This is an optimization exercise on Yosys and OpenROAD, whose aim is small area, a short achievable clock period and few clock cycles, not a production implementation. The RTL was checked by simulation tests, not by an equivalence proof against the original design.

[flow/run.sh]
#!/bin/bash
# synth_recipe.tcl (not shown) runs the flow's synth.tcl, then flattens the netlist and writes it again
# the make line also repeats each setting of config.mk as NAME=value (left out here)
make -C /OpenROAD-flow-scripts/flow DESIGN_CONFIG=/design/flow/config.mk WORK_HOME=/design/flow/orfs CLKGATE_MAP_FILE= SYNTH_SCRIPT=/design/flow/synth_recipe.tcl finish
[flow/config.mk]
export PLATFORM = sky130hd
export DESIGN_NAME = rc_channel_conditioner
export DESIGN_NICKNAME = rc_channel_conditioner
export VERILOG_FILES = /design/flow/design.v
export SDC_FILE = /design/flow/constraint.sdc
export NUM_CORES = 4
export LEC_CHECK = 0
export CAP_MARGIN = 20
export CORE_MARGIN = 2
export CORE_UTILIZATION = 35
export SETUP_SLACK_MARGIN = 5
export SLEW_MARGIN = 20
[flow/constraint.sdc]
create_clock -name core_clock -period 11.0 [get_ports {clk_i}]
set_input_delay 2.2000 -clock core_clock [delete_from_list [all_inputs] [get_ports {clk_i}]]
set_output_delay 2.2000 -clock core_clock [all_outputs]
set_load 0.01 [all_outputs]
[flow/design.v]
`default_nettype none
package rcc_pkg;
  localparam int SAMPLE_BITS    = 11;
  localparam int CHANNEL_COUNT  = 16;
  localparam int STICK_COUNT    = 4;
  localparam int CH_BITS        = 4;
  localparam int PACK_BITS      = STICK_COUNT * SAMPLE_BITS;
  localparam int VALUE_BITS     = 16;
  localparam int THR_BITS       = 11;
  localparam int CFG_INDEX_BITS = 3;
  localparam int CFG_DATA_BITS  = PACK_BITS;
  localparam logic [VALUE_BITS-1:0] SCALE_LOW_RST  = 16'hff01;   
  localparam logic [VALUE_BITS-1:0] SCALE_HIGH_RST = 16'd255;
  localparam logic [THR_BITS-1:0]   THR_LOW_RST    = 11'd200;
  localparam logic [THR_BITS-1:0]   THR_HIGH_RST   = 11'd1100;
endpackage
`default_nettype wire
`default_nettype none
import rcc_pkg::*;
module rc_channel_conditioner (
  input  wire                                   clk_i,
  input  wire                                   rst_ni,
  input  wire                                   cfg_valid_i,
  output logic                                  cfg_ready_o,
  input  wire  [rcc_pkg::CFG_INDEX_BITS-1:0]    cfg_index_i,
  input  wire  [rcc_pkg::CFG_DATA_BITS-1:0]     cfg_data_i,
  input  wire                                   in_valid_i,
  output logic                                  in_ready_o,
  input  wire  [rcc_pkg::CH_BITS-1:0]           channel_index_i,
  input  wire  [rcc_pkg::SAMPLE_BITS-1:0]       raw_value_i,
  input  wire                                   fail_safe_i,
  output logic                                  out_valid_o,
  input  wire                                   out_ready_i,
  output logic signed [rcc_pkg::VALUE_BITS-1:0] conditioned_value_o,
  output logic                                  rising_edge_o,
  output logic                                  falling_edge_o,
  output logic                                  zero_span_o
);
  logic [3:0][10:0] lo_q, hi_q;
  logic [3:0]       inv_q;
  logic [15:0]      sl_q, sh_q;
  logic [10:0]      tl_q, th_q;
  assign cfg_ready_o = 1'b1;
  always_ff @(posedge clk_i or negedge rst_ni) begin
    if (!rst_ni) begin
      lo_q  <= '0;
      hi_q  <= '1;
      inv_q <= '0;
      sl_q  <= SCALE_LOW_RST;
      sh_q  <= SCALE_HIGH_RST;
      tl_q  <= THR_LOW_RST;
      th_q  <= THR_HIGH_RST;
    end else if (cfg_valid_i) begin
      case (cfg_index_i)
        3'd0: lo_q  <= cfg_data_i;
        3'd1: hi_q  <= cfg_data_i;
        3'd2: inv_q <= cfg_data_i[3:0];
        3'd3: sl_q  <= cfg_data_i[15:0];
        3'd4: sh_q  <= cfg_data_i[15:0];
        3'd5: tl_q  <= cfg_data_i[10:0];
        3'd6: th_q  <= cfg_data_i[10:0];
        default: ;
      endcase
    end
  end
  logic [15:0] s_q;        
  logic        spos_q;     
  logic [15:0] nsl_q;      
  logic [3:0]  neg_q;      
  logic [3:0]  zs_q;       
  logic        cfg_hold;
  always_ff @(posedge clk_i or negedge rst_ni) begin
    if (!rst_ni) cfg_hold <= 1'b1;
    else         cfg_hold <= cfg_valid_i;
  end
  logic [16:0] s_full;
  assign s_full = {sh_q[15], sh_q} - {sl_q[15], sl_q};
  always_ff @(posedge clk_i) begin
    s_q    <= s_full[15:0];
    spos_q <= !s_full[16] && (s_full[15:0] != 16'd0);
    nsl_q  <= 16'd0 - sl_q;
    for (int i = 0; i < 4; i++) begin
      neg_q[i] <= (hi_q[i] < lo_q[i]);
      zs_q[i]  <= (hi_q[i] == lo_q[i]);
    end
  end
  logic [3:0] msb;
  logic [2:0] grp0;
  always_comb begin
    msb = 4'd0;
    for (int i = 0; i < 16; i++) if (s_q[i]) msb = 4'(i);
  end
  assign grp0 = msb[0] ? msb[3:1] : (msb[3:1] - 3'd1);
  logic        in_v, in_st, in_fs, in_zs, in_nz, in_go;
  logic [3:0]  in_ch;
  logic [11:0] in_d;       
  logic [11:0] in_nn;      
  logic [11:0] in_dmn;     
  logic [12:0] in_dm2n;    
  logic [2:0]  cnt;        
  logic [1:0]  bq;         
  logic [10:0] rq;
  logic [15:0] aq, cq;
  logic        pv, p_st, p_fs, p_zs;
  logic [3:0]  p_ch;
  logic        out_v;
  logic [15:0] oval;
  logic        orise, ofall, ozs;
  logic [15:0] zq;
  logic in_ng, in_sat, in_last, out_free, p_can, run, step, st_done;
  logic ns_direct, ns_hold, fire, in_leave;
  assign in_ng   = !in_fs && spos_q && !in_zs && in_nz && !in_d[11] && in_dmn[11] && (msb != 4'd0);
  assign in_sat  = spos_q && !in_zs && in_nz && !in_d[11] && !in_dmn[11];
  assign in_last = !in_ng || (cnt == 3'd0);
  assign out_free  = !out_v || out_ready_i;
  assign p_can     = !pv || out_free;
  assign run       = in_v && in_st && p_can;
  assign step      = run && in_ng;
  assign st_done   = run && in_last;
  assign ns_direct = in_v && !in_st && !pv && out_free;
  assign ns_hold   = in_v && !in_st && !pv && !out_free;
  assign fire      = (pv || (in_v && !in_st)) && out_free;
  assign in_leave  = st_done || ns_direct || ns_hold;
  assign in_ready_o = !cfg_hold && (!in_v || (!pv && (!in_st || in_last)));
  logic [1:0]  idx;
  logic [10:0] lo, hi, xr, ar, hr;
  logic        ng;
  logic [11:0] dsg, nn, dmn;
  logic [12:0] dm2n;
  assign idx = channel_index_i[1:0];
  assign lo  = lo_q[idx];
  assign hi  = hi_q[idx];
  assign ng  = neg_q[idx];
  assign xr   = raw_value_i ^ {11{ng}};
  assign ar   = lo ^ {11{ng}};
  assign hr   = hi ^ {11{ng}};
  assign dsg  = {1'b0, xr} - {1'b0, ar};                     
  assign nn   = {1'b0, ar} - {1'b0, hr};                     
  assign dmn  = {1'b0, xr} - {1'b0, hr};                     
  assign dm2n = {2'b0, xr} + {2'b0, ar} - {1'b0, hr, 1'b0};  
  always_ff @(posedge clk_i or negedge rst_ni) begin
    if (!rst_ni) begin
      in_v <= 1'b0;
    end else begin
      in_v <= in_ready_o ? in_valid_i : (in_v && !in_leave);
    end
  end
  always_ff @(posedge clk_i) begin
    if (in_ready_o) begin
      in_st   <= (channel_index_i[3:2] == 2'b00);
      in_ch   <= channel_index_i;
      in_fs   <= fail_safe_i;
      in_zs   <= zs_q[idx];
      in_nz   <= (raw_value_i != lo);
      in_d    <= (channel_index_i[3:2] == 2'b00) ? dsg : {1'b0, raw_value_i};
      in_nn   <= nn;
      in_dmn  <= dmn;
      in_dm2n <= dm2n;
      in_go   <= 1'b0;
      cnt     <= grp0;
      bq      <= s_q[{grp0, 1'b0} +: 2];
    end else if (step) begin
      in_go   <= 1'b1;
      cnt     <= cnt - 3'd1;
      bq      <= s_q[{cnt - 3'd1, 1'b0} +: 2];
    end
  end
  logic [2:0][10:0] r_s;
  logic [1:0]       dga, dgc;
  logic [1:0][10:0] t0;
  logic [1:0][12:0] t1, t2;
  always_comb begin
    r_s[0] = rq;
    for (int k = 0; k < 2; k++) begin
      t0[k] = {r_s[k][9:0], 1'b0} + (bq[1-k] ? in_d[10:0] : 11'd0);
      t1[k] = {1'b0, r_s[k], 1'b0} + (bq[1-k] ? {in_dmn[11], in_dmn} : {in_nn[11], in_nn});
      t2[k] = {1'b0, r_s[k], 1'b0} + (bq[1-k] ? in_dm2n : {in_nn, 1'b0});
      dgc[k] = !t2[k][12];
      dga[k] = !t1[k][12] && t2[k][12];
      r_s[k+1] = dgc[k] ? t2[k][10:0] : (dga[k] ? t1[k][10:0] : t0[k]);
    end
  end
  always_ff @(posedge clk_i) begin
    if (in_ready_o) begin
      rq <= msb[0] ? 11'd0 : dsg[10:0];
    end else if (step) begin
      rq <= r_s[2];
    end
    if (step) begin
      aq <= {(in_go ? aq[13:0] : 14'd0), dga[0], dga[1]};
      cq <= {(in_go ? cq[13:0] : 14'd0), dgc[0], dgc[1]};
    end else if (st_done) begin
      aq <= in_sat ? s_q : 16'd0;
      cq <= 16'd0;
    end else if (ns_hold) begin
      aq <= {4'd0, in_d};
    end
  end
  always_ff @(posedge clk_i or negedge rst_ni) begin
    if (!rst_ni) begin
      pv <= 1'b0;
    end else begin
      pv <= st_done || ns_hold || (pv && !out_free);
    end
  end
  always_ff @(posedge clk_i) begin
    if (st_done || ns_hold) begin
      p_st <= in_st;
      p_ch <= in_ch;
      p_fs <= in_fs;
      p_zs <= in_zs;
    end
  end
  logic        pinv;
  logic [15:0] base, x2, x3, cs_s, cs_k, k2, ssum, stick_val;
  logic        stick_zero;
  assign pinv = inv_q[p_ch[1:0]];
  assign base = pinv ? nsl_q : sl_q;
  assign x2   = aq ^ {16{pinv}};
  assign x3   = {cq[14:0], 1'b0} ^ {16{pinv}};
  assign cs_s = base ^ x2 ^ x3;
  assign cs_k = (base & x2) | (base & x3) | (x2 & x3);
  assign k2   = {cs_k[14:0], pinv};
  assign ssum = cs_s + k2 + {15'd0, pinv};
  assign stick_zero = p_fs || ((cs_s ^ k2) == {(cs_s[14:0] | k2[14:0]), pinv});
  assign stick_val  = p_fs ? 16'd0 :
                      ((pinv && ssum == 16'h8000) ? 16'h7fff : ssum);
  logic [10:0] nraw;
  logic [3:0]  nch;
  logic [11:0] dtl;
  logic        sw2, sw3, gt_th, lt_tl, gt_tl, zprev;
  logic [15:0] ns_val;
  logic        ns_zero, ns_keep;
  assign nraw  = pv ? aq[10:0] : in_d[10:0];
  assign nch   = pv ? p_ch : in_ch;
  assign sw2   = (nch == 4'd4) || (nch == 4'd6) || (nch == 4'd9);
  assign sw3   = (nch == 4'd5) || (nch == 4'd7) || (nch == 4'd8);
  assign gt_th = nraw > th_q;
  assign dtl   = {1'b0, nraw} - {1'b0, tl_q};
  assign lt_tl = dtl[11];
  assign gt_tl = !dtl[11] && (nraw != tl_q);
  assign zprev = zq[nch];
  always_comb begin
    ns_keep = 1'b0;
    if (sw2) begin
      if (gt_th)      ns_val = 16'd1;
      else if (lt_tl) ns_val = 16'd0;
      else begin
        ns_val  = {15'd0, zprev};
        ns_keep = 1'b1;
      end
    end else if (sw3) begin
      if (gt_th)      ns_val = 16'd2;
      else if (gt_tl) ns_val = 16'd1;
      else            ns_val = 16'd0;
    end else begin
      ns_val = {5'd0, nraw};
    end
  end
  assign ns_zero = (ns_val == 16'd0);
  logic        e_stick, e_zero, e_keep;
  logic [15:0] e_val;
  assign e_stick = pv && p_st;
  assign e_val   = e_stick ? stick_val : ns_val;
  assign e_zero  = e_stick ? stick_zero : ns_zero;
  assign e_keep  = !e_stick && ns_keep;
  always_ff @(posedge clk_i or negedge rst_ni) begin
    if (!rst_ni) begin
      zq    <= '1;
      out_v <= 1'b0;
    end else begin
      if (fire && !e_keep) zq[nch] <= e_zero;
      out_v <= fire || (out_v && !out_ready_i);
    end
  end
  always_ff @(posedge clk_i) begin
    if (fire) begin
      oval  <= e_val;
      orise <= zprev && !e_zero;
      ofall <= !zprev && e_zero;
      ozs   <= e_stick && p_zs;
    end
  end
  assign out_valid_o         = out_v;
  assign conditioned_value_o = oval;
  assign rising_edge_o       = orise;
  assign falling_edge_o      = ofall;
  assign zero_span_o         = ozs;
endmodule
`default_nettype wire
==> summary.txt, run 1 <==
----------------------------------------------------
[Outcome]
  Run status ... no timing/DRC/antenna violations

[Critical path]
  Reg2Reg Depth ... 25
  CP arrival ... ~3600 ps
  Critical R2R Launch ... bq[1]
  Reg-to-reg endpoint ... rq[0]
  Setup CP Type ... reg -> out
  Critical-path maximum fanout ... 28
  Startpoint types ... flop
  Required @ worst endpoint ... roughly 8800 ps
  CP Capture Type ... primary output
  Setup slack of the worst register-to-register path ... 5380 ps

[Hold path]
  Path category of the worst min-delay check ... reg -> reg
  Launch instance of the worst min-delay path ... in_go
  End point of the worst hold path ... in_go
  Hold path cells ... 2

[Timing]
  Setup-failing EPs final ... 0
  Normalized max-slew margin ... 0.322
  Maximum frequency from static timing analysis ... ~170 MHz
  Min Clock Period, post-route ... 5810 ps
  Setup repair after global routing missed its margin ... no
  Final hold violations ... 0
  Layout Skew ... 22.0 ps
  Period Utilization, post-route ... 0.528
  Count of pins over their slew limit ... 0
  Worst-margin pin slew ... slightly above 1000 ps
  Post-Route Setup TNS ... 0 ps

[Logic synthesis]
  Synth async-reset ratio ... 0.491
  Sequential-to-total area share from yosys stat ... 0.370
  Synthesized area per cell ... around 9.8 um2
  Syn Nets ... about 2800
  Post-synth top area cell ... edfxtp_1
  Flops & latches, synth ... ~340
  Post-Synthesis Cells ... 2488
  Yosys cell types ... 82
  Post-synthesis instance area ... about 24000 um2
  Synth top area share ... 0.160
  Main area contributors after synthesis ... edfxtp_1 16%, ha_1 12%, dfstp_2 9.2%
  Number of flops mapped to enable cells by yosys ... 130
  Total number of yosys warnings ... 1
  Primary FF master, synth ... edfxtp_1

[Clocking]
  Worst-path clk slew ... roughly 60 ps
  CTS tree ... done
  CTS Sinks ... between 300 and 400
  Total of hold buffers inserted after clock tree synthesis ... 0
  Maximum count of clock buffers along a single path ... 3
  CTS Buf Count ... 39
  Maximum level of the CTS H-tree ... 2
  Clk Tree Root Cell ... clkbuf_16
  Clock latency of the later-clocked register in the worst-skew pair ... roughly 570 ps

[Routing]
  Routed vias ... between 15000 and 20000
  Count of antenna-violating nets left after detailed routing ... 0
  Wire length per cell ... between 15 and 20 um
  Detailed Routing Iterations Pass 1 ... 6
  Remaining design rule violation count ... 0
  Post-detailed-routing wire length ... ~68000 um
  Ratio of routed vias to standard cells ... 5.28
  Initial DRC count ... approximately 1200

[GRT]
  Total global routing track utilization ... 0.189
  Pin count of the biggest net entering global routing ... between 80 and 90
  Aggregate global routing overflow ... 0
  Via count of the first global-routing pass ... 18820
  First-pass GRT wire length ... about 110000 um
  Antenna violations before repair ... 1

[Floorplanning]
  Die width ... 268 um
  Die Y-Extent ... 268 um
  Row cnt ... 96
  I/O pin count ... 90
  Die area ... 71700 um2
  Core Region ... roughly 70000 um2
  Starting density of the core ... 0.354

[Placement]
  Port Buf Inserts ... roughly 90
  DPL Wire Length ... roughly 52000 um
  Routability-driven placement congestion ratio ... slightly above 0.9

[Final layout]
  Most frequent cells in the layout ... 250 x nand2_1, 233 x inv_1, 227 x ha_1
  Fraction of final layout cells sized beyond drive strength 1 ... 0.148
  Fill cell count ... about 6700
  Net total in the final layout ... approximately 2900
  Area growth from synthesis to layout ... 14.8%
  Most common library cell in the layout ignoring fill and taps ... nand2_1

[Flow run]
  Number of max-capacitance violations reported ... 0

----------------------------------------------------
[logic make-up (layout without fill, tap and decap cells)]
kind of cell / count (synthesis) / count (layout) / share of synthesized area
AND/OR/NAND/NOR: 679 / 679 / 0.133
AO/OA/AOI/OAI: 495 / 495 / 0.129
flip-flops: 338 / 338 / 0.370
buffers and inverters: 318 / 435 / 0.0499
adder cells (fa/ha/maj): 262 / 262 / 0.145
XOR/XNOR: 204 / 204 / 0.0734
multiplexers: 191 / 193 / 0.0998
other: 1 / 2 / 0.000154
[routing by layer]
layer  routed length, um  track usage  vias to the layer above
met5                   0            0                        -
met4                2770       0.0744                        0
met3                2960       0.0246                      111
met2               32200        0.316                      451
met1               30000        0.247                     9192
li1                    -            -                     8919
[Yosys cell counts, drive strengths merged, types with 50 or more instances]
library cell and instances:
mux2 127, nor3 50, a21oi 113, edfxtp 130
nand2 250, nor2 143, xor2 84, nand2b 53
o21ai 168, inv 234, dfrtp 81, dfstp 85
ha 227, clkbuf 62, xnor2 120
[what timing repair did]
| action | 4_1_cts | 5_1_grt |
|---|---|---|
| pin swaps | 1 | 6 |
| gates cloned | 3 | 2 |
| buffers inserted | 5 | 13 |
| hold endpoints to repair | 0 | 0 |
| endpoints found under the setup margin | 32 | 27 |
| resized for setup | 23 | 38 |
[worst max-delay path, cell delays in order, from the launching register on]
cell and delay, ps:
dfxtp_2 400, inv_1 50, a2111oi_1 380, a21oi_1 170, a21oi_1 170, nor2_1 90, nor2_4 130, ha_1 160
nand4_1 70, and4bb_2 300, a31o_2 240, a21o_1 170, buf_4 220, inv_16 180, clkdlybuf4s15_1 300
[worst max path at each step]
stage          slack (ps)     endpoint          startpoint  cells after the start
5_1_grt              4940   in_ready_o              s_q[6]                     14
3_5_place_dp         3760  in_dm2n[10]  channel_index_i[1]                     16
3_3_place_gp         3870  in_dm2n[10]  channel_index_i[1]                     16
2_1_floorplan        5020  in_dm2n[10]  channel_index_i[0]                     17
6_report             5190   in_ready_o              s_q[6]                     14
4_1_cts              5010  in_dm2n[11]  channel_index_i[1]                     15
[registers in the layout, indices dropped and copies added (netlist names), 11 cells and up]
signal	flops
sh_q	16
lo_q	44
hi_q	44
rq	11
in_dmn	12
nsl_q	16
zq	16
in_d	12
in_nn	12
oval	16
cq	15
sl_q	16
in_dm2n	13
th_q	11
tl_q	11
aq	16
s_q	16
[metrics by stage]
| stage | setup WS, ps | hold WS, ps | area (um2) | utilization | instances |
|---|---|---|---|---|---|
| final | 5190 | 487 | 27900 | 0.407 | 3539 |
| after global routing | 4940 | 495 | 27900 | 0.407 | 3539 |
| after CTS | 5010 | 486 | 27700 | 0.403 | 3522 |
| after detailed placement | 3760 | 475 | 26200 | 0.382 | 3442 |
| after global placement | 3870 | 459 | 26200 | 0.382 | 3442 |
| after floorplan | 5020 | 418 | 24400 | - | 2488 |
[cell type report]
| cell class | instances | area, um2 | share of cell area |
|---|---|---|---|
| timing repair buffer | 127 | 1280 | 0.0460 |
| antenna | 1 | 2.50 | 0.0000895 |
| inverter | 236 | 902 | 0.0323 |
| sequential | 338 | 9010 | 0.322 |
| clock inverter | 14 | 123 | 0.00439 |
| multi-input combinational | 1834 | 14400 | 0.514 |
| clock buffer | 58 | 1110 | 0.0396 |
| tap | 931 | 1160 | 0.0417 |
Testbench counts, summed over its fixed seeds: cycles 12,326.
==> inputs of run 2 (changes only) <==
--- a/flow/config.mk
+++ b/flow/config.mk
@@ -9,3 +9,3 @@
 export CORE_MARGIN = 2
-export CORE_UTILIZATION = 35
+export CORE_UTILIZATION = 60
 export SETUP_SLACK_MARGIN = 5
==> summary.txt, run 2 <==
----------------------------------------------------
[Timing]
  Setup-failing EPs final ... 0
  Normalized max-slew margin ... 0.254
  Layout Skew ... about 23 ps
  Worst-margin pin slew ... between 1000 and 1500 ps
  Min Clock Period, post-route ... roughly 5800 ps
  Period Utilization, post-route ... 0.528
  Count of pins over their slew limit ... 0
  Post-Route Setup TNS ... 0 ps
  Final hold violations ... 0
  Maximum frequency from static timing analysis ... 172 MHz
  Setup repair after global routing missed its margin ... yes

[Logic synthesis]
  Yosys cell types ... 82
  Total number of yosys warnings ... 1
  Synth top area share ... 0.160
  Primary FF master, synth ... edfxtp_1
  Number of flops mapped to enable cells by yosys ... 130
  Syn Nets ... between 2000 and 3000
  Most instantiated cells after synthesis ... 250 x nand2_1, 234 x inv_1, 227 x ha_1
  Flops & latches, synth ... between 300 and 400
  Post-synth top area cell ... edfxtp_1
  Sequential-to-total area share from yosys stat ... 0.370
  Synth async-reset ratio ... 0.491
  Main area contributors after synthesis ... edfxtp_1 16%, ha_1 12%, dfstp_2 9.2%
  Post-synthesis instance area ... about 24000 um2
  Post-Synthesis Cells ... roughly 2500
  Most common cell in the netlist ... nand2_1
  Synthesized area per cell ... between 9 and 10 um2

[GRT]
  Antenna violations before repair ... 0
  Total global routing track utilization ... 0.312
  Via count of the first global-routing pass ... ~19000
  First-pass GRT wire length ... 101000 um
  Pin count of the biggest net entering global routing ... 85
  Aggregate global routing overflow ... 0

[Critical path]
  Setup slack of the worst register-to-register path ... roughly 5300 ps
  Startpoint types ... input port
  Max stage delay on crit path ... 800 ps
  CP Capture Type ... flop
  Buf/Inv on CP ... 3
  CP arrival ... slightly above 6000 ps
  Kind of cell with the highest combined delay on the critical path ... compound AO/OA/AOI/OAI gates
  Critical-path maximum fanout ... 12
  Required @ worst endpoint ... between 10000 and 15000 ps
  Setup CP Type ... in -> reg
  Slowest library cell on the worst path ... mux4_4
  CP cell instances ... buf_2 -> buf_12 -> mux4_4 -> xor2_4 -> fa_1 -> inv_1 -> ha_1 -> a21oi_1 -> o21ai_0 -> a21oi_1 -> o21bai_1 -> a21oi_1 -> o21ai_0 -> nand4b_1 -> o311ai_0
  Critical Path Most Common Cell ... a21oi_1

[Clocking]
  Worst-path clk slew ... approximately 60 ps
  Total of hold buffers inserted after clock tree synthesis ... 0
  Clk Tree Root Cell ... clkbuf_16
  Maximum level of the CTS H-tree ... 2
  Maximum count of clock buffers along a single path ... 3
  CTS Sinks ... roughly 340
  Clock latency of the later-clocked register in the worst-skew pair ... between 500 and 600 ps
  CTS Buf Count ... 38
  CTS tree ... done

[Routing]
  Post-detailed-routing wire length ... 65500 um
  Wire length per cell ... between 20 and 25 um
  Remaining design rule violation count ... 0
  Routed vias ... 18815
  Detailed Routing Iterations Pass 1 ... 6
  Ratio of routed vias to standard cells ... between 6 and 7
  Initial DRC count ... 1545
  Count of antenna-violating nets left after detailed routing ... 0

[Final layout]
  Fraction of final layout cells sized beyond drive strength 1 ... 0.149
  Fill cell count ... roughly 3100
  Largest registers in the final layout ... hi_q (44), lo_q (44)
  Antenna Diode Count ... 0
  Most common library cell in the layout ignoring fill and taps ... nand2_1
  Net total in the final layout ... 2902
  Most frequent cells in the layout ... 250 x nand2_1, 233 x inv_1, 227 x ha_1
  Final design utilization ... 0.687
  Final cell count without fillers ... around 3100
  Area growth from synthesis to layout ... 12.6%

[Floorplanning]
  Die width ... 205 um
  Row cnt ... 73
  I/O pin count ... 90
  Die Y-Extent ... 205 um
  Starting density of the core ... 0.610
  Core Region ... 39900 um2
  Die area ... roughly 42000 um2

[Placement]
  Number of cells after detailed placement ... 3037
  Port Buf Inserts ... 88
  DPL Wire Length ... 50000 um
  Routability-driven placement congestion ratio ... approximately 0.9

[Outcome]
  Run status ... no timing/DRC/antenna violations

[Flow run]
  Number of max-capacitance violations reported ... 0

[Hold path]
  Path category of the worst min-delay check ... reg -> reg

----------------------------------------------------
run 2: cell counts after synthesis:
Identical to the previous run, type by type.
run 2: area by class of cell:
type                       count  area, um2  area share
multi-input combinational   1834      14400       0.524
sequential                   338       9010       0.329
timing repair buffer         124       1250      0.0458
clock buffer                  48       1080      0.0395
inverter                     236        898      0.0328
tap                          525        657      0.0240
clock inverter                20        135     0.00493
run 2: path summary, 6_finish.rpt:
path / end / cells after the start / startpoint
setup / recovery: in_dm2n[11] / 15 / channel_index_i[0]
hold / removal: nsl_q[0] / 0 / sl_q[0]
setup reg to reg: rq[3] / 24 / bq[1]
hold reg to reg: nsl_q[0] / 0 / sl_q[0]
max in group asynchronous: hi_q[14] / 3 / rst_ni
min in group asynchronous: tl_q[10] / 1 / rst_ni
run 2: cells by family (layout without fill, tap and decap cells):
| logic type | after synthesis | in the layout | share of synthesized area |
|---|---|---|---|
| xor gates and xnor gates | 204 | 204 | 0.0734 |
| adders and majority gates | 262 | 262 | 0.145 |
| AOI/OAI and AO/OA | 495 | 495 | 0.129 |
| other | 1 | 1 | 0.000154 |
| DFF | 338 | 338 | 0.370 |
| and+or+nand+nor | 679 | 679 | 0.133 |
| muxes | 191 | 193 | 0.0998 |
| buffers and inverters | 318 | 428 | 0.0499 |
run 2: worst reg2reg max path: cells and delay by family, from the launching register on:
kind | cells | cell delay (ps)
compound gates | 12 | 2740
buf+inv | 5 | 900
fa+ha+maj | 2 | 610
flops | 1 | 390
simple gates | 2 | 350
mux | 1 | 260
xor+xnor | 2 | 250
run 2: stage by stage:
step | instance area, um2 | hold WS, ps | setup WS, ps
2_1_floorplan | 24400 | 418 | 5020
3_3_place_gp | 25700 | 460 | 3980
3_5_place_dp | 25700 | 463 | 3870
4_1_cts | 27100 | 461 | 4970
5_1_grt | 27400 | 476 | 4930
6_report | 27400 | 459 | 5190
run 2: timing repair:
action	4_1_cts	5_1_grt
resized for setup	23	34
buffers inserted	2	13
pin swaps	1	6
endpoints found under the setup margin	30	28
gates cloned	2	2
run 2: layer usage:
metal | global-route usage | share of wire | vias up
li1 | - | - | 8916
met1 | 0.447 | 0.45 | 9167
met2 | 0.493 | 0.45 | 639
met3 | 0.0458 | 0.072 | 93
met4 | 0.0925 | 0.027 | 0
met5 | 0 | 0 | -
==> inputs of run 3 (changes only) <==
==> flow/flow/run.sh (new file) <==
#!/bin/bash
# The standard layout (standard.sh), with the input and output port
# buffers made of sky130_fd_sc_hd__buf_1 cells instead of the delay buffers
# the placer picks by default. Every port still gets its buffer.
set -euo pipefail
export BUFFER_PORTS_ARGS="-buffer_cell sky130_fd_sc_hd__buf_1"
bash standard.sh > standard.log 2>&1
==> flow/standard.sh (new file) <==
#!/bin/bash
# synth_recipe.tcl (not shown) runs the flow's synth.tcl, then flattens the netlist and writes it again
# the make line also repeats each setting of config.mk as NAME=value (left out here)
make -C /OpenROAD-flow-scripts/flow DESIGN_CONFIG=/design/flow/config.mk WORK_HOME=/design/flow/orfs CLKGATE_MAP_FILE= SYNTH_SCRIPT=/design/flow/synth_recipe.tcl "${@:-finish}"
--- a/flow/config.mk
+++ b/flow/config.mk
@@ -9,3 +9,3 @@
 export CORE_MARGIN = 2
-export CORE_UTILIZATION = 60
+export CORE_UTILIZATION = 35
 export SETUP_SLACK_MARGIN = 5
removed: flow/run.sh
==> summary.txt, run 3 <==
----------------------------------------------------
[Timing]
  Maximum frequency from static timing analysis ... approximately 170 MHz
  Post-Route Setup TNS ... 0 ps
  Period Utilization, post-route ... 0.527
  Normalized max-slew margin ... 0.311
  Layout Skew ... between 15 and 20 ps
  Worst-margin pin slew ... 1030 ps
  Count of pins over their slew limit ... 0
  Min Clock Period, post-route ... 5790 ps
  Setup repair after global routing missed its margin ... yes
  Setup-failing EPs final ... 0
  Final hold violations ... 0

[Floorplanning]
  Row cnt ... 96
  Die Y-Extent ... ~270 um
  Core Region ... around 70000 um2
  I/O pin count ... 90
  Die area ... roughly 70000 um2
  Die width ... roughly 270 um
  Starting density of the core ... 0.354

[Logic synthesis]
  Post-Synthesis Cells ... between 2000 and 2500
  Synthesized area per cell ... 9.79 um2
  Post-synthesis instance area ... about 24000 um2
  Mux share of post-synthesis cell area ... 0.0998
  Synth top area share ... 0.160
  Yosys cell types ... 82
  Combinational family with the most area after synthesis ... adder cells
  Synth Area in Adders ... 0.145
  Number of flops mapped to enable cells by yosys ... between 100 and 150
  Synthesized-area fraction occupied by and/or/nand/nor cells ... 0.133
  Post-synth top area cell ... edfxtp_1
  XOR/XNOR share of the synthesized area ... 0.0734
  Most instantiated cells after synthesis ... 250 x nand2_1, 234 x inv_1, 227 x ha_1
  Flops & latches, synth ... about 340
  Main area contributors after synthesis ... edfxtp_1 16%, ha_1 12%, dfstp_2 9.2%
  Sequential-to-total area share from yosys stat ... 0.370
  Primary FF master, synth ... edfxtp_1
  Share of the synthesized area in compound gates (AO/OA/AOI/OAI) ... 0.129
  Synth async-reset ratio ... 0.491
  Most common cell in the netlist ... nand2_1
  Total number of yosys warnings ... 1
  Syn Nets ... ~2800

[Final layout]
  Antenna Diode Count ... 0
  Fill cell count ... approximately 6800
  Largest registers in the final layout ... hi_q (44), lo_q (44)
  Final design utilization ... 0.399
  Seq. cell area ... 9010 um2
  Most frequent cells in the layout ... 250 x nand2_1, 232 x inv_1, 227 x ha_1
  Area growth from synthesis to layout ... 12.5%
  Area taken by multi-input logic gates ... 14300 um2
  Net total in the final layout ... ~2900
  Most common library cell in the layout ignoring fill and taps ... nand2_1
  Fraction of final layout cells sized beyond drive strength 1 ... 0.148

[Clocking]
  Maximum level of the CTS H-tree ... 2
  Maximum count of clock buffers along a single path ... 3
  Total of hold buffers inserted after clock tree synthesis ... 0
  CTS Buf Count ... 39
  CTS tree ... done
  Clk Tree Root Cell ... clkbuf_16
  Clock latency of the later-clocked register in the worst-skew pair ... roughly 560 ps
  CTS Sinks ... between 300 and 400
  Worst-path clk slew ... around 60 ps

[GRT]
  Busiest grt layer ... met2
  Via count of the first global-routing pass ... between 15000 and 20000
  Antenna violations before repair ... 0
  Global-route met3 utilization ... 0.0247
  First-pass GRT wire length ... ~100000 um
  Pin count of the biggest net entering global routing ... 85
  Met1 GRT Util ... 0.245
  Total global routing track utilization ... 0.185
  Aggregate global routing overflow ... 0
  Fraction of met2 tracks used by global routing ... 0.315

[Critical path]
  Required @ worst endpoint ... about 11000 ps
  Max stage delay on crit path ... approximately 700 ps
  Startpoint types ... input port
  CP Capture Type ... flop
  Setup CP Type ... in -> reg
  Kind of cell with the highest combined delay on the critical path ... compound AO/OA/AOI/OAI gates
  Slowest library cell on the worst path ... mux4_4
  CP arrival ... roughly 6100 ps
  CP cell instances ... clkbuf_4 -> buf_12 -> mux4_4 -> buf_12 -> xor2_2 -> ha_1 -> inv_1 -> fa_1 -> a21o_1 -> a21oi_1 -> nor2b_1 -> o21a_1 -> o41ai_2 -> o21bai_1 -> a21oi_1 -> xor2_1 -> o221ai_1
  Buf/Inv on CP ... 4
  Critical-path maximum fanout ... 7

[Hold path]
  Path category of the worst min-delay check ... reg -> reg

[Routing]
  Detailed Routing Iterations Pass 1 ... 5
  Count of antenna-violating nets left after detailed routing ... 0
  Ratio of routed vias to standard cells ... 5.23
  Initial DRC count ... between 1000 and 1500
  Wire length per cell ... roughly 19 um
  Post-detailed-routing wire length ... 66800 um
  Remaining design rule violation count ... 0
  Routed vias ... 18468

[Placement]
  DPL Wire Length ... around 52000 um
  Routability-driven placement congestion ratio ... just under 0.9
  Port Buf Inserts ... 88

[Outcome]
  Run status ... no timing/DRC/antenna violations

[Flow run]
  Number of max-capacitance violations reported ... 0

----------------------------------------------------
==> run 3: repair_timing <==
| item | CTS | global route |
|---|---|---|
| resized for setup | 16 | 39 |
| setup buffers | 4 | 7 |
| endpoints found under the hold margin | 0 | 0 |
| pin swaps | 2 | 2 |
| cloned | 1 | 1 |
| setup endpoints to repair | 27 | 28 |
==> run 3: routing by layer <==
layer  wire length (um)  part of all wire
met5                  0                 0
met4               2050             0.031
met3               3040             0.045
met2              32000              0.48
met1              29700              0.44
==> run 3: cell families (layout without fill, tap and decap cells) <==
group	Yosys count	count (layout)
and+or+nand+nor	679	679
adders and majority gates	262	262
DFF	338	338
xor gates and xnor gates	204	204
AOI/OAI and AO/OA	495	495
buffers and inverters	318	426
other	1	1
muxes	191	192
==> run 3: layout make-up <==
type	count	share of cell area
well taps	931	0.0425
inverters	236	0.0328
clock inverters	19	0.00804
flip-flops and latches	338	0.329
multi-input cells	1833	0.523
repair buffers	118	0.0235
clock buffers	53	0.0416
==> run 3: worst paths after layout <==
check | from | to | slack (ps) | cells after the start
min reg2reg | in_go | in_go | 480 | 2
max | channel_index_i[0] | rq[10] | 5210 | 17
max reg2reg | bq[1] | rq[10] | 5380 | 25
min in group asynchronous | rst_ni | tl_q[1] | 1670 | 1
min | in_go | in_go | 480 | 2
max in group asynchronous | rst_ni | lo_q[21] | 7230 | 3
==> run 3: worst min-delay path, stage by stage, from the launching register on <==
cell,delay [ps]
dfxtp_1,320
inv_1,60
a21oi_1,60
==> run 3: per-stage QoR <==
stage / cells / hold WS [ps] / area, um2 / setup slack, ps
4_1_cts: 3520 / 482 / 27200 / 5000
2_1_floorplan: 2488 / 418 / 24400 / 5020
5_1_grt: 3528 / 494 / 27400 / 4980
6_report: 3528 / 483 / 27400 / 5210
3_5_place_dp: 3443 / 470 / 25700 / 4020
3_3_place_gp: 3443 / 457 / 25700 / 4110
==> inputs of run 4 (changes only) <==
--- a/flow/config.mk
+++ b/flow/config.mk
@@ -10,2 +10,4 @@
 export CORE_UTILIZATION = 35
+export CTS_CLUSTER_DIAMETER = 60
+export CTS_CLUSTER_SIZE = 30
 export SETUP_SLACK_MARGIN = 5
==> summary.txt, run 4 <==
----------------------------------------------------
[Placement]
  Port Buf Inserts ... slightly below 90
  Number of cells after detailed placement ... about 3400
  Routability-driven placement congestion ratio ... a little under 0.9
  DPL Wire Length ... between 50000 and 60000 um

[Clocking]
  Worst-path clk slew ... around 90 ps
  CTS tree ... done
  Clk Tree Root Cell ... clkbuf_16
  Clock latency of the later-clocked register in the worst-skew pair ... 600 ps
  CTS Buf Count ... 28
  Maximum level of the CTS H-tree ... 1
  Total of hold buffers inserted after clock tree synthesis ... 0
  CTS Sinks ... ~340
  Maximum count of clock buffers along a single path ... 3

[Logic synthesis]
  Post-synthesis instance area ... 24300 um2
  Most instantiated cells after synthesis ... 250 x nand2_1, 234 x inv_1, 227 x ha_1
  Number of flops mapped to enable cells by yosys ... 130
  Synth top area share ... 0.160
  Synth async-reset ratio ... 0.491
  Flops & latches, synth ... approximately 340
  Post-synth top area cell ... edfxtp_1
  Total number of yosys warnings ... 1
  Post-Synthesis Cells ... approximately 2500
  Sequential-to-total area share from yosys stat ... 0.370
  Primary FF master, synth ... edfxtp_1
  Syn Nets ... roughly 2800
  Main area contributors after synthesis ... edfxtp_1 16%, ha_1 12%, dfstp_2 9.2%
  Most common cell in the netlist ... nand2_1
  Synthesized area per cell ... 9.79 um2
  Yosys cell types ... ~80

[Final layout]
  Largest registers in the final layout ... hi_q (44), lo_q (44)
  Most common library cell in the layout ignoring fill and taps ... nand2_1
  Net total in the final layout ... 2879
  Area growth from synthesis to layout ... 10.8%
  Antenna Diode Count ... 0
  Most frequent cells in the layout ... 250 x nand2_1, 233 x inv_1, 227 x ha_1
  Fraction of final layout cells sized beyond drive strength 1 ... 0.142
  Final cell count without fillers ... approximately 3500

[Floorplanning]
  Starting density of the core ... 0.354
  Core Region ... 68700 um2
  Row cnt ... 96
  Die width ... roughly 270 um
  I/O pin count ... 90
  Die Y-Extent ... 268 um
  Die area ... a little over 70000 um2

[Critical path]
  CP cell instances ... inv_1 -> a2111oi_2 -> a21oi_1 -> a21oi_1 -> nor2_1 -> nor2_4 -> ha_1 -> nand4_1 -> and4bb_2 -> a31o_2 -> a21o_1 -> buf_4 -> clkinv_8 -> clkbuf_2
  Critical-path maximum fanout ... 19
  Required @ worst endpoint ... ~9000 ps
  Startpoint types ... flop
  Slowest library cell on the worst path ... dfxtp_2
  CP Capture Type ... primary output
  Kind of cell with the highest combined delay on the critical path ... compound AO/OA/AOI/OAI gates
  Max stage delay on crit path ... about 400 ps
  Setup CP Type ... reg -> out
  Logic depth of the worst setup path including buffers ... 14
  CP arrival ... 3540 ps
  Reg2Reg Depth ... 25
  Buf/Inv on CP ... 4
  Critical Path Most Common Cell ... a21oi_1

[Timing]
  Min Clock Period, post-route ... 5740 ps
  Final hold violations ... 0
  Worst-case hold slack ... 486 ps
  Layout Skew ... approximately 30 ps
  Worst-margin pin slew ... between 1000 and 1500 ps
  Setup-failing EPs final ... 0
  Maximum frequency from static timing analysis ... 174 MHz
  Setup repair after global routing missed its margin ... yes
  Normalized max-slew margin ... 0.295
  Period Utilization, post-route ... 0.522
  Count of pins over their slew limit ... 0
  Post-Route Setup TNS ... 0 ps

[Routing]
  Detailed Routing Iterations Pass 1 ... 5
  Post-detailed-routing wire length ... 66200 um
  Count of antenna-violating nets left after detailed routing ... 0
  Ratio of routed vias to standard cells ... 5.24
  Remaining design rule violation count ... 0
  Routed vias ... 18365
  Wire length per cell ... 18.9 um
  Initial DRC count ... 1363

[GRT]
  Total global routing track utilization ... 0.182
  Antenna violations before repair ... 0
  First-pass GRT wire length ... 103000 um
  Pin count of the biggest net entering global routing ... 85
  Aggregate global routing overflow ... 0
  Via count of the first global-routing pass ... 18626

[Hold path]
  Path category of the worst min-delay check ... reg -> reg
  Hold path cells ... 2

[Outcome]
  Run status ... no timing/DRC/antenna violations

[Flow run]
  Number of max-capacitance violations reported ... 0

----------------------------------------------------
## run 4: cell counts after synthesis
No cell type changed its count.
## run 4: layer usage
layer,global-route usage,share of wire,vias to the layer above
met3,0.0209,0.046,86
met4,0.0453,0.023,0
li1,-,-,8870
met5,0,0,-
met1,0.245,0.45,9007
met2,0.313,0.48,402
## run 4: cells by family after synthesis
family          count (synthesis)  share of synthesized area
compound gates                495                      0.129
xor+xnor                      204                     0.0734
fa+ha+maj                     262                      0.145
buf+inv                       318                     0.0499
flops                         338                      0.370
mux                           191                     0.0998
other cells                     1                   0.000154
simple gates                  679                      0.133
## run 4: worst reg2reg max path, delay by kind of cell (launching register included)
family	cells	cell delay [ps]
AO/OA/AOI/OAI	13	2700
adder cells (fa/ha/maj)	3	970
AND/OR/NAND/NOR	4	520
buffers and inverters	3	460
flip-flops	1	390
XOR/XNOR	2	310
## run 4: final cells by class
cell class	count	area [um2]
timing repair buffer	111	557
fill	6843	41700
sequential	338	9010
inverter	236	898
clock buffer	30	739
tap	931	1160
clock inverter	22	270
multi-input combinational	1834	14400
## run 4: per-stage QoR
stage / cell area [um2] / utilization / setup slack (ps)
6_report: 27000 / 0.393 / 5260
5_1_grt: 27000 / 0.393 / 4960
4_1_cts: 26800 / 0.390 / 5010
3_5_place_dp: 25700 / 0.374 / 4020
3_3_place_gp: 25700 / 0.374 / 4110
2_1_floorplan: 24400 / - / 5020
## run 4: timing repair
item	CTS	global route
buffers inserted	4	1
gates cloned	1	1
pin swaps	2	4
resized for setup	16	39
setup endpoints to repair	27	27
## run 4: final timing paths
path                              from         end  slack (ps)
worst max-delay path            s_q[6]  in_ready_o        5260
worst min-delay path             in_go       in_go         490
worst max register to register   bq[1]       rq[9]        5360
worst min register to register   in_go       in_go         490
max in group asynchronous       rst_ni    lo_q[16]        7270
min in group asynchronous       rst_ni     tl_q[4]        1630
==> inputs of run 5 (changes only) <==
--- a/flow/design.v
+++ b/flow/design.v
@@ -65,7 +65,7 @@
   end
+  logic        spos_q;     
+  logic        sdiv_q;     
+  logic [3:0]  neg_q;      
   logic [15:0] s_q;        
-  logic        spos_q;     
   logic [15:0] nsl_q;      
-  logic [3:0]  neg_q;      
-  logic [3:0]  zs_q;       
   logic        cfg_hold;
@@ -77,10 +77,8 @@
   assign s_full = {sh_q[15], sh_q} - {sl_q[15], sl_q};
-  always_ff @(posedge clk_i) begin
-    s_q    <= s_full[15:0];
+  assign s_q    = s_full[15:0];
+  assign nsl_q  = 16'd0 - sl_q;
+  always_ff @(posedge clk_i) begin
     spos_q <= !s_full[16] && (s_full[15:0] != 16'd0);
-    nsl_q  <= 16'd0 - sl_q;
-    for (int i = 0; i < 4; i++) begin
-      neg_q[i] <= (hi_q[i] < lo_q[i]);
-      zs_q[i]  <= (hi_q[i] == lo_q[i]);
-    end
+    sdiv_q <= !s_full[16] && (s_full[15:1] != 15'd0);
+    for (int i = 0; i < 4; i++) neg_q[i] <= (hi_q[i] < lo_q[i]);
   end
@@ -111,3 +109,3 @@
   logic ns_direct, ns_hold, fire, in_leave;
-  assign in_ng   = !in_fs && spos_q && !in_zs && in_nz && !in_d[11] && in_dmn[11] && (msb != 4'd0);
+  assign in_ng   = !in_fs && sdiv_q && !in_zs && in_nz && !in_d[11] && in_dmn[11];
   assign in_sat  = spos_q && !in_zs && in_nz && !in_d[11] && !in_dmn[11];
@@ -152,3 +150,3 @@
       in_fs   <= fail_safe_i;
-      in_zs   <= zs_q[idx];
+      in_zs   <= (lo == hi);
       in_nz   <= (raw_value_i != lo);
--- a/flow/config.mk
+++ b/flow/config.mk
@@ -10,4 +10,2 @@
 export CORE_UTILIZATION = 35
-export CTS_CLUSTER_DIAMETER = 60
-export CTS_CLUSTER_SIZE = 30
 export SETUP_SLACK_MARGIN = 5
==> summary.txt, run 5 <==
----------------------------------------------------
[Critical path]
  Critical Path Most Common Cell ... a21oi_2
  Slowest library cell on the worst path ... edfxtp_1
  Required @ worst endpoint ... ~11000 ps
  CP Capture Type ... flop
  Max stage delay on crit path ... about 430 ps
  Setup CP Type ... reg -> reg
  Setup slack of the worst register-to-register path ... about 5000 ps
  CP arrival ... about 6200 ps
  Startpoint types ... flop
  Critical-path maximum fanout ... 7

[Clocking]
  CTS Buf Count ... 36
  CTS tree ... done
  Maximum level of the CTS H-tree ... 2
  Maximum count of clock buffers along a single path ... 3
  Total of hold buffers inserted after clock tree synthesis ... 0
  CTS Sinks ... just over 300
  Worst-path clk slew ... 60 ps
  Clk Tree Root Cell ... clkbuf_16
  Clock latency of the later-clocked register in the worst-skew pair ... roughly 560 ps

[Final layout]
  Fraction of final layout cells sized beyond drive strength 1 ... 0.181
  Largest registers in the final layout ... hi_q (44), lo_q (44)
  Fill cell count ... around 6200
  Final design utilization ... 0.409
  Most common library cell in the layout ignoring fill and taps ... nand2_1
  Most frequent cells in the layout ... 240 x nand2_1, 216 x inv_1, 215 x ha_1
  Post-route design area ... 26400 um2
  Area growth from synthesis to layout ... 15.5%
  Net total in the final layout ... roughly 2800

[Routing]
  Post-detailed-routing wire length ... 64800 um
  Remaining design rule violation count ... 0
  Initial DRC count ... 1374
  Detailed Routing Iterations Pass 1 ... 5
  Wire length per cell ... between 15 and 20 um
  Count of antenna-violating nets left after detailed routing ... 0
  Routed vias ... between 15000 and 20000
  Ratio of routed vias to standard cells ... 5.28

[Logic synthesis]
  Primary FF master, synth ... edfxtp_1
  Post-Synthesis Cells ... 2300
  Syn Nets ... approximately 2600
  Most instantiated cells after synthesis ... 240 x nand2_1, 221 x ha_1, 218 x inv_1
  Most common cell in the netlist ... nand2_1
  Synth async-reset ratio ... 0.548
  Flops & latches, synth ... around 300
  Total number of yosys warnings ... 1
  Synthesized area per cell ... 9.94 um2
  Main area contributors after synthesis ... edfxtp_1 17%, ha_1 12%, dfstp_2 9.8%
  Yosys cell types ... 79
  Sequential-to-total area share from yosys stat ... 0.363
  Post-synth top area cell ... edfxtp_1
  Number of flops mapped to enable cells by yosys ... 130
  Post-synthesis instance area ... roughly 23000 um2
  Synth top area share ... 0.171

[Flow run]
  Number of max-capacitance violations reported ... 0

[Timing]
  Count of pins over their slew limit ... 0
  Setup repair after global routing missed its margin ... yes
  Setup-failing EPs final ... 0
  Final hold violations ... 0
  Min Clock Period, post-route ... around 6000 ps
  Normalized max-slew margin ... 0.317
  Maximum frequency from static timing analysis ... 168 MHz
  Post-Route Setup TNS ... 0 ps
  Layout Skew ... 31.2 ps
  Period Utilization, post-route ... 0.542
  Worst-margin pin slew ... 1020 ps

[Floorplanning]
  Die area ... roughly 67000 um2
  Starting density of the core ... 0.354
  I/O pin count ... 90
  Row cnt ... between 90 and 100
  Die width ... 260 um
  Die Y-Extent ... around 260 um
  Core Region ... 64600 um2

[GRT]
  Total global routing track utilization ... 0.190
  First-pass GRT wire length ... around 100000 um
  Via count of the first global-routing pass ... around 18000
  Aggregate global routing overflow ... 0
  Antenna violations before repair ... 2
  Pin count of the biggest net entering global routing ... 85

[Placement]
  Port Buf Inserts ... 88
  Post-place instance area ... 24200 um2
  Routability-driven placement congestion ratio ... 0.906
  DPL Wire Length ... approximately 49000 um

[Outcome]
  Run status ... no timing/DRC/antenna violations

[Hold path]
  Path category of the worst min-delay check ... reg -> reg

----------------------------------------------------
-- run 5: cell types whose count changed in the layout (fill, tap and decap cells not counted), moves of 11 or more --
cell and change:
xor2_1 +16, dfxtp_1 -34, a221oi_1 -11, o21ai_0 -28, a21o_1 +42, nor3_1 -31, buf_4 +38, xnor2_1 +11
a22oi_1 +11, ha_1 -12, nor2_1 -66, inv_1 -17
-- run 5: cells by family (layout without fill, tap and decap cells) --
group / count (synthesis) / in the layout / synth area share
adders and majority gates: 256 / 256 / 0.152
xor gates and xnor gates: 233 / 233 / 0.0896
other: 1 / 2 / 0.000164
muxes: 176 / 178 / 0.0975
DFF: 303 / 303 / 0.363
buffers and inverters: 296 / 451 / 0.0492
AOI/OAI and AO/OA: 491 / 491 / 0.135
and+or+nand+nor: 544 / 544 / 0.114
-- run 5: routing by layer --
metal / up-vias / global-route usage / wire (um)
met4: 2 / 0.0712 / 2300
met3: 115 / 0.0283 / 3370
li1: 8324 / - / -
met1: 8615 / 0.255 / 29400
met5: - / 0 / 13
met2: 449 / 0.308 / 29800
-- run 5: worst paths after layout --
path / startpoint / end / depth (start not counted)
worst max-delay path: bq[1] / rq[10] / 30
worst min-delay path: in_ch[3] / p_ch[3] / 0
worst max register to register: bq[1] / rq[10] / 30
worst min register to register: in_ch[3] / p_ch[3] / 0
max in group asynchronous: rst_ni / tl_q[0] / 2
min in group asynchronous: rst_ni / lo_q[12] / 1
-- run 5: repair_timing --
action,in CTS,in global routing
pin swaps,23,40
endpoints found under the setup margin,27,30
gates cloned,11,0
resized for setup,39,69
setup buffers,33,19
-- run 5: worst max-delay path: cells and delay by family (launching register included) --
family | cells | cell delay, ps
muxes | 1 | 230
and+or+nand+nor | 6 | 600
DFF | 1 | 430
xor gates and xnor gates | 2 | 410
adders and majority gates | 2 | 480
AOI/OAI and AO/OA | 13 | 2710
buffers and inverters | 6 | 790
-- run 5: stage by stage --
stage	hold WS (ps)	instances	worst slack [ps]
6_report	452	3313	5040
2_1_floorplan	417	2300	4960
4_1_cts	450	3293	5000
3_5_place_dp	435	3184	3800
3_3_place_gp	433	3184	4030
5_1_grt	482	3312	4770
-- run 5: layout make-up --
type	count	area, um2	share of cell area
multi-input cells	1703	13900	0.527
repair buffers	166	1090	0.0411
diodes	1	2.50	0.0000947
well taps	855	1070	0.0405
inverters	220	828	0.0314
clock inverters	17	181	0.00687
flip-flops and latches	303	8300	0.314
clock buffers	48	1010	0.0382
Testbench counts of run 5, summed over its fixed seeds: cycles 12,326.
==> inputs of run 6 (changes only) <==
--- a/flow/config.mk
+++ b/flow/config.mk
@@ -10,2 +10,4 @@
 export CORE_UTILIZATION = 35
+export CTS_CLUSTER_DIAMETER = 60
+export CTS_CLUSTER_SIZE = 30
 export SETUP_SLACK_MARGIN = 5
==> summary.txt, run 6 <==
----------------------------------------------------
[Outcome]
  Run status ... no timing/DRC/antenna violations

[Timing]
  Min Clock Period, post-route ... 5940 ps
  Setup-failing EPs final ... 0
  Worst-margin pin slew ... 1040 ps
  Worst-case hold slack ... 458 ps
  Normalized max-slew margin ... 0.307
  Setup repair after global routing missed its margin ... yes
  Period Utilization, post-route ... 0.540
  Layout Skew ... approximately 34 ps
  Final hold violations ... 0
  Maximum frequency from static timing analysis ... around 170 MHz
  Count of pins over their slew limit ... 0
  Post-Route Setup TNS ... 0 ps

[Final layout]
  Most common library cell in the layout ignoring fill and taps ... nand2_1
  Fraction of final layout cells sized beyond drive strength 1 ... 0.183
  Net total in the final layout ... between 2000 and 3000
  Most frequent cells in the layout ... 240 x nand2_1, 217 x inv_1, 212 x ha_1
  Largest registers in the final layout ... hi_q (44), lo_q (44)
  Area growth from synthesis to layout ... 14.7%
  Post-route design area ... 26200 um2
  Final cell count without fillers ... about 3300

[Routing]
  Wire length per cell ... approximately 20 um
  Initial DRC count ... 1181
  Remaining design rule violation count ... 0
  Count of antenna-violating nets left after detailed routing ... 0
  Routed vias ... 17423
  Detailed Routing Iterations Pass 1 ... 5
  Ratio of routed vias to standard cells ... about 5.3
  Post-detailed-routing wire length ... 64200 um

[GRT]
  Antenna violations before repair ... 2
  Aggregate global routing overflow ... 0
  Via count of the first global-routing pass ... roughly 17000
  Total global routing track utilization ... 0.185
  Pin count of the biggest net entering global routing ... 85
  First-pass GRT wire length ... just under 100000 um

[Floorplanning]
  Starting density of the core ... 0.354
  Die width ... roughly 260 um
  Row cnt ... slightly above 90
  Die area ... 67400 um2
  Core Region ... 64600 um2
  Die Y-Extent ... ~260 um
  I/O pin count ... 90

[Clocking]
  Worst-path clk slew ... 80 ps
  CTS Sinks ... approximately 300
  CTS Buf Count ... 27
  Total of hold buffers inserted after clock tree synthesis ... 0
  Maximum count of clock buffers along a single path ... 3
  Clk Tree Root Cell ... clkbuf_16
  Maximum level of the CTS H-tree ... 1
  CTS tree ... done
  Clock latency of the later-clocked register in the worst-skew pair ... 590 ps

[Logic synthesis]
  Post-Synthesis Cells ... 2300
  Primary FF master, synth ... edfxtp_1
  Number of flops mapped to enable cells by yosys ... 130
  Synthesized area per cell ... approximately 9.9 um2
  Post-synthesis instance area ... 22900 um2
  Sequential-to-total area share from yosys stat ... 0.363
  Synth async-reset ratio ... 0.548
  Flops & latches, synth ... between 300 and 400
  Most instantiated cells after synthesis ... 240 x nand2_1, 221 x ha_1, 218 x inv_1
  Main area contributors after synthesis ... edfxtp_1 17%, ha_1 12%, dfstp_2 9.8%
  Most common cell in the netlist ... nand2_1
  Total number of yosys warnings ... 1
  Syn Nets ... between 2000 and 3000
  Post-synth top area cell ... edfxtp_1
  Yosys cell types ... 79
  Synth top area share ... 0.171

[Critical path]
  CP arrival ... 6250 ps
  CP Capture Type ... flop
  Critical-path maximum fanout ... 7
  Startpoint types ... input port
  Required @ worst endpoint ... 11310 ps
  Setup slack of the worst register-to-register path ... 5090 ps
  Critical R2R Launch ... bq[1]
  Reg2Reg Depth ... 28
  Setup CP Type ... in -> reg
  Crit path to ... rq[10]
  Launching element of the worst setup path ... channel_index_i[0]
  Reg-to-reg endpoint ... rq[10]

[Hold path]
  Path category of the worst min-delay check ... reg -> reg

[Flow run]
  Number of max-capacitance violations reported ... 0

[Placement]
  Number of cells after detailed placement ... between 3000 and 4000
  Port Buf Inserts ... 88
  DPL Wire Length ... a little under 50000 um
  Post-place instance area ... around 24000 um2
  Routability-driven placement congestion ratio ... roughly 0.91

----------------------------------------------------
run 6: logic make-up after synthesis:
| family | synth area share |
|---|---|
| simple gates | 0.114 |
| compound gates | 0.135 |
| flops | 0.363 |
| buf+inv | 0.0492 |
| fa+ha+maj | 0.152 |
| xor+xnor | 0.0896 |
| mux | 0.0975 |
| other cells | 0.000164 |
run 6: layer usage:
layer / global-route usage / up-vias / wire length, um
met3: 0.0243 / 118 / 3500
met1: 0.256 / 8519 / 29100
met2: 0.299 / 480 / 29200
met5: 0 / - / 15
li1: - / 8304 / -
met4: 0.0624 / 2 / 2390
run 6: how the worst min path moves through the flow:
stage / slack, ps / from / cells past startpoint / to
global route: 480 / in_ch[3] / 0 / p_ch[3]
CTS: 450 / in_ch[3] / 0 / p_ch[3]
floorplan: 420 / in_fs / 0 / p_fs
detailed placement: 440 / in_ch[3] / 0 / p_ch[3]
global placement: 430 / in_ch[3] / 0 / p_ch[3]
finish: 460 / in_ch[3] / 0 / p_ch[3]
run 6: stage by stage:
| stage | utilization | setup WS (ps) |
|---|---|---|
| after floorplan | - | 4960 |
| after global placement | 0.374 | 4030 |
| after detailed placement | 0.374 | 3800 |
| after CTS | 0.398 | 5010 |
| after global routing | 0.406 | 4800 |
| final | 0.406 | 5060 |
run 6: critical path, cell delays in order:
cell	delay, ps
buf_6	140
buf_12	150
mux4_4	810
buf_4	210
xor2_1	150
inv_1	100
ha_1	140
inv_1	70
fa_1	400
a21o_1	170
a21oi_1	240
o21ai_0	130
a21oi_1	220
o21ai_0	110
a21oi_1	220
o21bai_1	80
a21oi_1	170
xnor2_1	130
a221o_1	360
run 6: final cells by class:
| cell class | instances | area, um2 |
|---|---|---|
| Fill cell | 6255 | 38400 |
| Multi-Input combinational cell | 1703 | 14000 |
| Sequential cell | 303 | 8300 |
| Timing Repair Buffer | 166 | 1080 |
| Tap cell | 855 | 1070 |
| Inverter | 220 | 828 |
| Clock buffer | 29 | 714 |
| Clock inverter | 20 | 273 |
| Antenna cell | 1 | 2.50 |
run 6: what timing repair did:
action / in CTS / in global routing
gates resized for setup: 40 / 74
setup buffers: 26 / 25
setup endpoints to repair: 24 / 31
pin swaps: 22 / 43
gates cloned: 10 / 2
==> inputs of run 7 (changes only) <==
--- a/flow/design.v
+++ b/flow/design.v
@@ -65,2 +65,3 @@
   end
+  logic [15:0] s_q;        
   logic        spos_q;     
@@ -68,4 +69,3 @@
   logic [3:0]  neg_q;      
-  logic [15:0] s_q;        
-  logic [15:0] nsl_q;      
+  logic [15:0] nsl;        
   logic        cfg_hold;
@@ -77,5 +77,5 @@
   assign s_full = {sh_q[15], sh_q} - {sl_q[15], sl_q};
-  assign s_q    = s_full[15:0];
-  assign nsl_q  = 16'd0 - sl_q;
-  always_ff @(posedge clk_i) begin
+  assign nsl  = 16'd0 - sl_q;
+  always_ff @(posedge clk_i) begin
+    s_q    <= s_full[15:0];
     spos_q <= !s_full[16] && (s_full[15:0] != 16'd0);
@@ -215,3 +215,3 @@
   assign pinv = inv_q[p_ch[1:0]];
-  assign base = pinv ? nsl_q : sl_q;
+  assign base = pinv ? nsl : sl_q;
   assign x2   = aq ^ {16{pinv}};
==> summary.txt, run 7 <==
----------------------------------------------------
[Outcome]
  Run status ... no timing/DRC/antenna violations

[Clocking]
  CTS Sinks ... about 320
  Maximum count of clock buffers along a single path ... 3
  Worst-path clk slew ... 90 ps
  CTS Buf Count ... 29
  CTS tree ... done
  Clk Tree Root Cell ... clkbuf_16
  Clock latency of the later-clocked register in the worst-skew pair ... 620 ps
  Maximum level of the CTS H-tree ... 1

[Critical path]
  CP arrival ... approximately 6000 ps
  Critical-path maximum fanout ... 33
  Required @ worst endpoint ... between 10000 and 15000 ps
  CP cell instances ... clkbuf_2 -> buf_12 -> mux4_2 -> buf_6 -> xor2_2 -> fa_1 -> inv_1 -> ha_1 -> a21oi_2 -> o21ai_0 -> a21oi_1 -> nand2b_1 -> a21boi_0 -> o41ai_2 -> buf_4 -> mux2i_1 -> nand4_1
  Setup slack of the worst register-to-register path ... between 5000 and 6000 ps
  Startpoint types ... input port
  Slowest library cell on the worst path ... fa_1
  Setup CP Type ... in -> reg
  CP Capture Type ... flop
  Max stage delay on crit path ... roughly 570 ps

[Final layout]
  Final cell count without fillers ... 3382
  Largest registers in the final layout ... hi_q (44), lo_q (44)
  Fraction of final layout cells sized beyond drive strength 1 ... 0.155
  Antenna Diode Count ... 0
  Fill cell count ... around 6500
  Net total in the final layout ... around 2800
  Most common library cell in the layout ignoring fill and taps ... nand2_1
  Most frequent cells in the layout ... 233 x nand2_1, 221 x ha_1, 212 x inv_1
  Area growth from synthesis to layout ... 11.9%

[Logic synthesis]
  Post-synth top area cell ... edfxtp_1
  Most instantiated cells after synthesis ... 233 x nand2_1, 221 x ha_1, 212 x inv_1
  Post-Synthesis Cells ... 2410
  Synth async-reset ratio ... 0.520
  Main area contributors after synthesis ... edfxtp_1 16%, ha_1 12%, dfstp_2 9.4%
  Sequential-to-total area share from yosys stat ... 0.364
  Synth top area share ... 0.165
  Flops & latches, synth ... around 320
  Primary FF master, synth ... edfxtp_1
  Post-synthesis instance area ... about 24000 um2
  Total number of yosys warnings ... 1
  Most common cell in the netlist ... nand2_1
  Number of flops mapped to enable cells by yosys ... 130
  Yosys cell types ... 80
  Synthesized area per cell ... between 9 and 10 um2
  Syn Nets ... 2734

[Routing]
  Remaining design rule violation count ... 0
  Initial DRC count ... approximately 1300
  Post-detailed-routing wire length ... roughly 67000 um
  Routed vias ... 18055
  Wire length per cell ... 19.7 um
  Ratio of routed vias to standard cells ... between 5 and 6
  Detailed Routing Iterations Pass 1 ... 6
  Count of antenna-violating nets left after detailed routing ... 0

[Timing]
  Fin worst setup slack ... approximately 5200 ps
  Worst-margin pin slew ... 1080 ps
  Setup-failing EPs final ... 0
  Post-Route Setup TNS ... 0 ps
  Setup repair after global routing missed its margin ... yes
  Period Utilization, post-route ... 0.523
  Normalized max-slew margin ... 0.263
  Min Clock Period, post-route ... around 5800 ps
  Count of pins over their slew limit ... 0
  Layout Skew ... approximately 42 ps
  Maximum frequency from static timing analysis ... ~170 MHz
  Final hold violations ... 0

[Placement]
  Number of cells after detailed placement ... ~3300
  DPL Wire Length ... around 53000 um
  Port Buf Inserts ... between 80 and 90
  DP Worst Slack ... 3990 ps
  Routability-driven placement congestion ratio ... roughly 0.9

[Floorplanning]
  Starting density of the core ... 0.353
  Die area ... 69900 um2
  Die Y-Extent ... 264 um
  Row cnt ... 95
  I/O pin count ... 90
  Die width ... between 200 and 300 um
  Core Region ... about 67000 um2

[GRT]
  Pin count of the biggest net entering global routing ... 85
  Antenna violations before repair ... 1
  First-pass GRT wire length ... roughly 100000 um
  Aggregate global routing overflow ... 0
  Via count of the first global-routing pass ... 18229
  Total global routing track utilization ... 0.188

[Flow run]
  Number of max-capacitance violations reported ... 0

[Hold path]
  Path category of the worst min-delay check ... reg -> reg

----------------------------------------------------
-- run 7: cell count changes after synthesis, sizes merged, moves of 8 or more --
cell,change
and3,+27
a21o,-37
mux2,+23
dfxtp,+16
and2,-12
nor3,+24
nand3,+9
o211ai,+8
a21oi,-9
nor2,+62
a221o,+10
xnor2,-9
a211oi,+9
o21ai,-8
-- run 7: cells by family after synthesis --
family	count (synthesis)	share of synthesized area
AOI/OAI and AO/OA	478	0.129
xor gates and xnor gates	222	0.0820
adders and majority gates	256	0.146
buffers and inverters	290	0.0468
DFF	319	0.364
muxes	191	0.101
other	1	0.000158
and+or+nand+nor	653	0.131
-- run 7: critical path: cells and delay by family --
family,cells,cell delay (ps)
fa+ha+maj,2,900
compound gates,5,880
buf+inv,5,780
mux,2,730
xor+xnor,1,280
simple gates,2,240
-- run 7: path summary, 6_finish.rpt --
path / to / start / depth (start not counted)
max in group asynchronous: lo_q[35] / rst_ni / 3
max reg2reg: rq[0] / bq[1] / 26
max: in_dm2n[11] / channel_index_i[0] / 17
min reg2reg: tl_q[9] / tl_q[9] / 1
min in group asynchronous: sl_q[5] / rst_ni / 1
min: tl_q[9] / tl_q[9] / 1
-- run 7: routing by layer --
metal | share of wire | up-vias | global-route usage
li1 | - | 8656 | -
met4 | 0.029 | 2 | 0.0536
met2 | 0.47 | 459 | 0.315
met3 | 0.049 | 87 | 0.0208
met1 | 0.46 | 8851 | 0.256
met5 | 0.00017 | - | 0
-- run 7: area by class of cell --
cell class	count	area (um2)	share of cell area
clock inverter	25	492	0.0185
inverter	215	807	0.0304
timing repair buffer	120	621	0.0234
sequential	319	8620	0.325
tap	873	1090	0.0412
clock buffer	29	726	0.0274
multi-input combinational	1801	14200	0.534
-- run 7: metrics by stage --
step                instance area (um2)   util  hold WS [ps]
finish                            26500  0.395           512
global route                      26500  0.395           524
CTS                               26400  0.393           515
detailed placement                25000  0.373           494
global placement                  25000  0.372           492
floorplan                         23700      -           419
-- run 7: timing repair --
action | 4_1_cts | 5_1_grt
pin swaps | 3 | 4
buffers inserted | 5 | 11
gates resized for setup | 18 | 21
hold endpoints to repair | 0 | 0
hold buffers | 0 | 0
endpoints found under the setup margin | 17 | 22
Testbench counts of run 7, summed over its fixed seeds: cycles 12,326.

## afterwards: timing with drivers on the ports
How much do the figures lean on ideal ports? The routed layouts below were timed once more, with nothing changed but the port constraints. Step 1 sets driving cells, clkbuf_16 on the clock port and buf_2 on the other inputs (assumed; they add their load-dependent delay and slew). Step 2 adds t to the input delays and takes it off the output delays; t is the mean of the earliest and latest rising clock arrival at the registers after step 1. Input paths then give back, and output paths get back, about the clock's delay inside the block. Slacks: ideal / step 1 / step 2; pairs: ideal / step 1.
run | t, ns | slack for setup (ns) | worst data-port slew with drivers (ns)
run 1 | 0.615 | 5.188 / 5.127 / 4.570 | 0.12
run 2 | 0.617 | 5.192 / 5.230 / 4.613 | 0.05
run 3 | 0.609 | 5.207 / 5.183 / 4.626 | 0.05
run 4 | 0.639 | 5.258 / 5.206 / 4.696 | 0.05
run 5 | 0.602 | 5.043 / 5.043 / 4.491 | 0.09
run 6 | 0.625 | 5.064 / 5.078 / 4.453 | 0.09
run 7 | 0.657 | 5.246 / 5.274 / 4.617 | 0.07
After both steps setup and hold are still met in every run listed. For run 7, which loses most, drivers alone change the setup slack by +0.028 ns; drivers and shift together by -0.629 ns.
